Source: an optimization exercise on an open RTL-to-GDS flow (aim: small area, a short achievable clock period and few clock cycles per item). Production flows keep margins and buffers that such runs may drop.
RTL that was checked went through simulation tests only; none was proved equivalent to the original.
Power is estimated from default activity; no workload was simulated.

Design bresenham_line_stepper_top, start of the top module:
module bresenham_line_stepper_top (
    input  wire logic                            aclk,
    input  wire logic                            aresetn,
    input  wire logic                            cfg_wr_en,
    input  wire logic [bls_pkg::CFG_IDX_W-1:0]   cfg_index,
    input  wire logic [bls_pkg::CFG_DATA_W-1:0]  cfg_wdata,
    input  wire logic                            s_tvalid,
    output logic                                 s_tready,
    input  wire logic [103:0]                    s_tdata,
    input  wire logic                            s_tuser,
    output logic                                 m_tvalid,
    input  wire logic                            m_tready,
    output logic [103:0]                         m_tdata,
    output logic                                 m_tuser,
    output logic                                 m_tlast
);
Size: roughly 2500 cells after synthesis, ~260 flip-flops, roughly 0.022 mm^2 of cells after synthesis.
clock: 8.5 ns
lec_check: 0
cap_margin: 20
core_margin: 2
core_utilization: 40
slew_margin: 20
run.sh (not shown) runs the stock make flow with config.mk's settings and CLKGATE_MAP_FILE= SYNTH_SCRIPT=/design/flow/synth_recipe.tcl, a recipe that flattens the netlist after the stock synthesis.
The first run passed the timing, design-rule and antenna checks.
Then changed:
--- a/flow/design.v
+++ b/flow/design.v
@@ -66,56 +66,57 @@
                 default: ;
             endcase
         end
     end
     logic               vld_reg, busy_reg, stp_reg, act_reg, pix_reg, last_reg;
     logic [1:0]         it_reg;
     logic [15:0]        x_reg, y_reg;
     logic [COLOR_W-1:0] col_reg;
     logic [15:0]        dx_reg, dy_reg;    
     logic               sxn_reg, syn_reg;
-    logic signed [17:0] err_reg;
+    logic signed [18:0] f1_reg, f2_reg;
     logic [15:0]        cnt_reg;
     logic [LW-1:0]      lin_reg;
     logic [2:0]         syh_reg, syl_reg, sxh_reg, sxl_reg;
     logic [15:0]        in_sx, in_sy, in_ex, in_ey;
     logic [COLOR_W-1:0] in_color;
     logic               in_use_default;
     assign in_sx          = s_tdata[15:0];
     assign in_sy          = s_tdata[31:16];
     assign in_ex          = s_tdata[47:32];
     assign in_ey          = s_tdata[63:48];
     assign in_color       = s_tdata[95:64];
     assign in_use_default = s_tdata[96];
     logic accept, start, step, idle_step, recalc;
     assign s_tready  = !busy_reg && (!vld_reg || m_tready);
     assign accept    = s_tvalid && s_tready;
     assign start     = accept && (s_tuser == REQ_START);
     assign step      = accept && (s_tuser == REQ_STEP) && act_reg;
     assign idle_step = accept && (s_tuser == REQ_STEP) && !act_reg;
     assign recalc    = cfg_wr_en && act_reg && (cfg_index[2:1] == 2'b01);
-    logic it_first, it_last, e_init;
+    logic it_first, it_last;
     assign it_first = busy_reg && (it_reg == 2'd0);
     assign it_last  = busy_reg && (it_reg == 2'd3);
-    assign e_init   = busy_reg && stp_reg && (it_reg == 2'd1);
-    logic signed [18:0] twice;
-    logic               mv_x, mv_y;
-    assign twice = {err_reg, 1'b0};
-    assign mv_x  = twice > -signed'({3'b000, dy_reg});
-    assign mv_y  = twice < signed'({3'b000, dx_reg});
-    logic               ax, ay;
-    logic signed [17:0] err_base, err_new;
-    assign ax       = e_init || mv_x;
-    assign ay       = e_init || mv_y;
-    assign err_base = e_init ? '0 : err_reg;
-    assign err_new  = err_base - (ax ? signed'({2'b00, dy_reg}) : 18'sd0)
-                               + (ay ? signed'({2'b00, dx_reg}) : 18'sd0);
+    logic mv_x, mv_y;
+    assign mv_x = !f1_reg[18];
+    assign mv_y = f2_reg[18];
+    logic               f_init;
+    logic signed [18:0] dx2, dy2, f1_base, f2_base, f1_new, f2_new;
+    assign f_init  = busy_reg && stp_reg && (it_reg == 2'd1);
+    assign dx2     = {2'b00, dx_reg, 1'b0};
+    assign dy2     = {2'b00, dy_reg, 1'b0};
+    assign f1_base = f_init ? ~{3'b000, dy_reg} : f1_reg;
+    assign f2_base = f_init ? {3'b000, dx_reg} : f2_reg;
+    assign f1_new  = f1_base + ((f_init || mv_y) ? dx2 : 19'sd0)
+                             - ((!f_init && mv_x) ? dy2 : 19'sd0);
+    assign f2_new  = f2_base + ((!f_init && mv_y) ? dx2 : 19'sd0)
+                             - ((f_init || mv_x) ? dy2 : 19'sd0);
     logic [16:0] dfx, dfy;
     assign dfx = {dx_reg[15], dx_reg} - {x_reg[15], x_reg};
     assign dfy = {dy_reg[15], dy_reg} - {y_reg[15], y_reg};
     function automatic logic [2:0] bdec(input logic [2:0] w);
         bdec = {w[2] && (w[1:0] != 2'b11), w[1] ^ w[0], (w == 3'b011) || (w == 3'b100)};
     endfunction
     function automatic logic [5:0] bpair(input logic [15:0] v, input logic [1:0] j);
         logic [16:0] ve;
         ve = {v, 1'b0};
         case (j)
@@ -221,22 +222,25 @@
             col_reg  <= '0;
             pix_reg  <= 1'b0;
             last_reg <= 1'b0;
         end
         if (it_first && stp_reg) begin
             dx_reg  <= dfx[16] ? 16'(-dfx) : dfx[15:0];
             dy_reg  <= dfy[16] ? 16'(-dfy) : dfy[15:0];
             sxn_reg <= dfx[16];
             syn_reg <= dfy[16];
         end
-        if (step || e_init) err_reg <= err_new;
-        if (e_init) cnt_reg <= err_new[17] ? dy_reg : dx_reg;
+        if (step || f_init) begin
+            f1_reg <= f1_new;
+            f2_reg <= f2_new;
+        end
+        if (f_init) cnt_reg <= (dx_reg < dy_reg) ? dy_reg : dx_reg;
         else if (step) cnt_reg <= cnt_reg - 16'd1;
         if (step || busy_reg) lin_reg <= lin_next;
     end
     logic in_win;
     assign in_win = pix_reg && (x_reg[15:13] == 3'b000) && (y_reg[15:13] == 3'b000) &&
                     (x_reg[12:0] < win_width_reg) && (y_reg[12:0] < win_height_reg);
     assign m_tvalid = vld_reg;
     assign m_tuser  = pix_reg;
     assign m_tlast  = last_reg;
     assign m_tdata  = {7'b0, col_reg, 3'b000, in_win ? lin_reg : {LW{1'b0}}, in_win,
Result: Count of clock-buffer cells in the layout came out higher by 6. Critical path depth came out lower by 11. Total power came out higher by 21%. Global-route usage came out higher by 0.76 points. Via count came out higher by 10%.
Testbench counts after the change, summed over its fixed seeds: cycles 307,970, items 279,162.
No functional check of the RTL was part of the first run of this note.


bresenham_line_stepper_top, a different RTL version from the one above (not shown whole).
Size: ~2800 cells after synthesis, about 290 flip-flops, ~24000 µm² of cells after synthesis.
export LEC_CHECK = 0
export CAP_MARGIN = 20
export CORE_MARGIN = 2
export CORE_UTILIZATION = 40
export CTS_BUF_LIST = sky130_fd_sc_hd__clkbuf_8
export CTS_CLUSTER_SIZE = 30
export SETUP_SLACK_MARGIN = 3.75
export SLEW_MARGIN = 20
create_clock -name core_clock -period 8.5 [get_ports {aclk}]
standard.sh (not shown) runs the stock make flow with config.mk's settings and CLKGATE_MAP_FILE= SYNTH_SCRIPT=/design/flow/synth_recipe.tcl, a recipe that flattens the netlist after the stock synthesis.
==> flow/flow/run.sh <==
#!/bin/bash
# The standard layout (the standard.sh), with the port buffers made from buf_1 cells
# instead of the buffer that buffer_ports picks by default. Every port still gets a buffer.
set -euo pipefail
export BUFFER_PORTS_ARGS="-buffer_cell sky130_fd_sc_hd__buf_1"
bash standard.sh > standard.log 2>&1
Change:
--- a/flow/design.v
+++ b/flow/design.v
@@ -82,14 +82,12 @@
                 end
         sk_add = p0 ^ {g[27:0], 1'b0};
     endfunction
     logic               vld_reg, busy_reg, stp_reg, act_reg, pix_reg, last_reg, win_reg;
     logic               b0_reg, b1_reg, b2_reg;    
     logic               prep_reg;                  
-    logic               hm_reg;                    
-    logic               sd_reg, sa_reg, si_reg;    
     logic [1:0]         it_reg;                    
     logic [15:0]        x_reg, y_reg;
     logic [COLOR_W-1:0] col_reg;
     logic [15:0]        dx_reg, dy_reg;    
     logic               sxn_reg, syn_reg;
     logic [18:0]        f1_reg, f2_reg;
@@ -114,15 +112,15 @@
     assign step      = accept && (s_tuser == REQ_STEP) && act_reg;
     assign idle_step = accept && (s_tuser == REQ_STEP) && !act_reg;
     assign recalc    = cfg_wr_en && act_reg && (cfg_index[2:1] == 2'b01);
     assign load      = start || recalc;
     logic it_last, s_diff, s_abs, s_init;
     assign it_last = busy_reg && (it_reg == 2'd3);
-    assign s_diff  = sd_reg;
-    assign s_abs   = sa_reg;
-    assign s_init  = si_reg;
+    assign s_diff  = busy_reg && stp_reg && b0_reg;
+    assign s_abs   = busy_reg && stp_reg && b1_reg;
+    assign s_init  = busy_reg && stp_reg && b2_reg;
     logic mv_x, mv_y;
     assign mv_x = !f1_reg[18];
     assign mv_y = f2_reg[18];
     logic [18:0] dx2, dy2, f1_base, f2_base, f1_a, f2_a, f1_b, f2_b;
     logic [18:0] f1_s, f1_c, f2_s, f2_c, f1_new, f2_new;
     logic        f1_neg, f2_neg;
@@ -252,13 +250,13 @@
     endfunction
     logic [2:0]    cyh, cyl;
     logic [LW-1:0] lin_base, r_yh, r_yl, r_x, s1, c1, s2, c2, lin_next;
     logic [4:0]    bstep;
     assign bstep = sxn_reg ? -{1'b0, bpp_reg} : {1'b0, bpp_reg};
     always_comb begin
-        if (hm_reg) begin
+        if (busy_reg) begin
             cyh = syh_reg;
             cyl = syl_reg;
             lin_base = b0_reg ? '0 : (lin_reg << 4);
             lin_base[2] = cyh[2];
             lin_base[0] = xcn_reg;
             r_x = {{22{xcn_reg}}, {xcm_reg ^ {7{xcn_reg}}}};
@@ -303,16 +301,12 @@
     end
     always_ff @(posedge aclk) begin
         if (start) it_reg <= {1'b0, skip_in};
         else if (recalc) it_reg <= {1'b0, skip_rg};
         else if (busy_reg && !prep_reg) it_reg <= it_reg + 2'd1;
         prep_reg <= recalc;
-        hm_reg   <= aresetn && !recalc && (start || prep_reg || (hm_reg && !it_last));
-        sd_reg   <= start;
-        sa_reg   <= sd_reg && aresetn;
-        si_reg   <= sa_reg && aresetn;
         b0_reg <= start || (prep_reg && !load);
         b1_reg <= b0_reg && !load;
         b2_reg <= b1_reg && !load;
         if (start) stp_reg <= 1'b1;
         else if (recalc) stp_reg <= 1'b0;
         syh_reg <= bdec(wy[4:2]);
@@ -352,13 +346,13 @@
         if (step || s_diff || s_abs || s_init) begin
             f1_reg <= f1_new;
             f2_reg <= f2_new;
         end
         if (s_init) cnt_reg <= (dx_reg < dy_reg) ? dy_reg : dx_reg;
         else if (step) cnt_reg <= cnt_reg - 16'd1;
-        if (step || hm_reg) lin_reg <= lin_next;
+        if (step || (busy_reg && !prep_reg)) lin_reg <= lin_next;
     end
     assign m_tvalid = vld_reg;
     assign m_tuser  = pix_reg;
     assign m_tlast  = last_reg;
     assign m_tdata  = {7'b0, col_reg, 3'b000, win_reg ? lin_reg : {LW{1'b0}}, win_reg,
                        y_reg, x_reg};
Clock skew is about the same.
Global-route usage went up by 1.0 points.
Final area falls by a few percent.
Worst hold slack improved by 0.015 ns.
Flip-flop and latch count decreases by 2.
Utilization grows by 0.92 points.
Worst setup slack degrades by 0.16 ns.
Combinational power came out lower by a quarter to a third.
Routed wire length falls slightly.
Testbench counts after the change, summed over its fixed seeds: cycles 300,770, items 279,162.
No functional check of the RTL was part of the first run of this note.

-- separate check: timing with driven ports --
The results above use ideal ports. As a check the final layouts listed here were re-extracted and re-timed, cells and wires unchanged. Step 1, drivers: a clkbuf_16 drives aclk and a buf_2 each remaining input, both assumed. Step 2 also shifts input and output timing later by t, the mid clock arrival at the registers, as if the neighbouring blocks saw the same clock. a / b / c = ideal ports / drivers / drivers and shift; a / b = the first two.
run	t, ns	slack for setup (ns)	worst setup path at the end	clock arrival spread, ns	worst register clock-pin slew, ns
the first run of note 1	0.603	0.531 / 0.531 / 0.531	register to register	0.013 / 0.013	0.06 / 0.06
the second run of note 1	0.608	1.905 / 1.905 / 1.905	register to register	0.037 / 0.036	0.06 / 0.06
the first run of note 2	0.721	3.833 / 3.844 / 3.135	input to register	0.073 / 0.074	0.07 / 0.07
the second run of note 2	0.737	3.675 / 3.675 / 3.253	input to register	0.075 / 0.074	0.07 / 0.07
After both steps setup and hold are still met in every run listed. For the first run of note 2, which loses most, drivers alone change the setup slack by +0.011 ns; drivers and shift together by -0.698 ns.
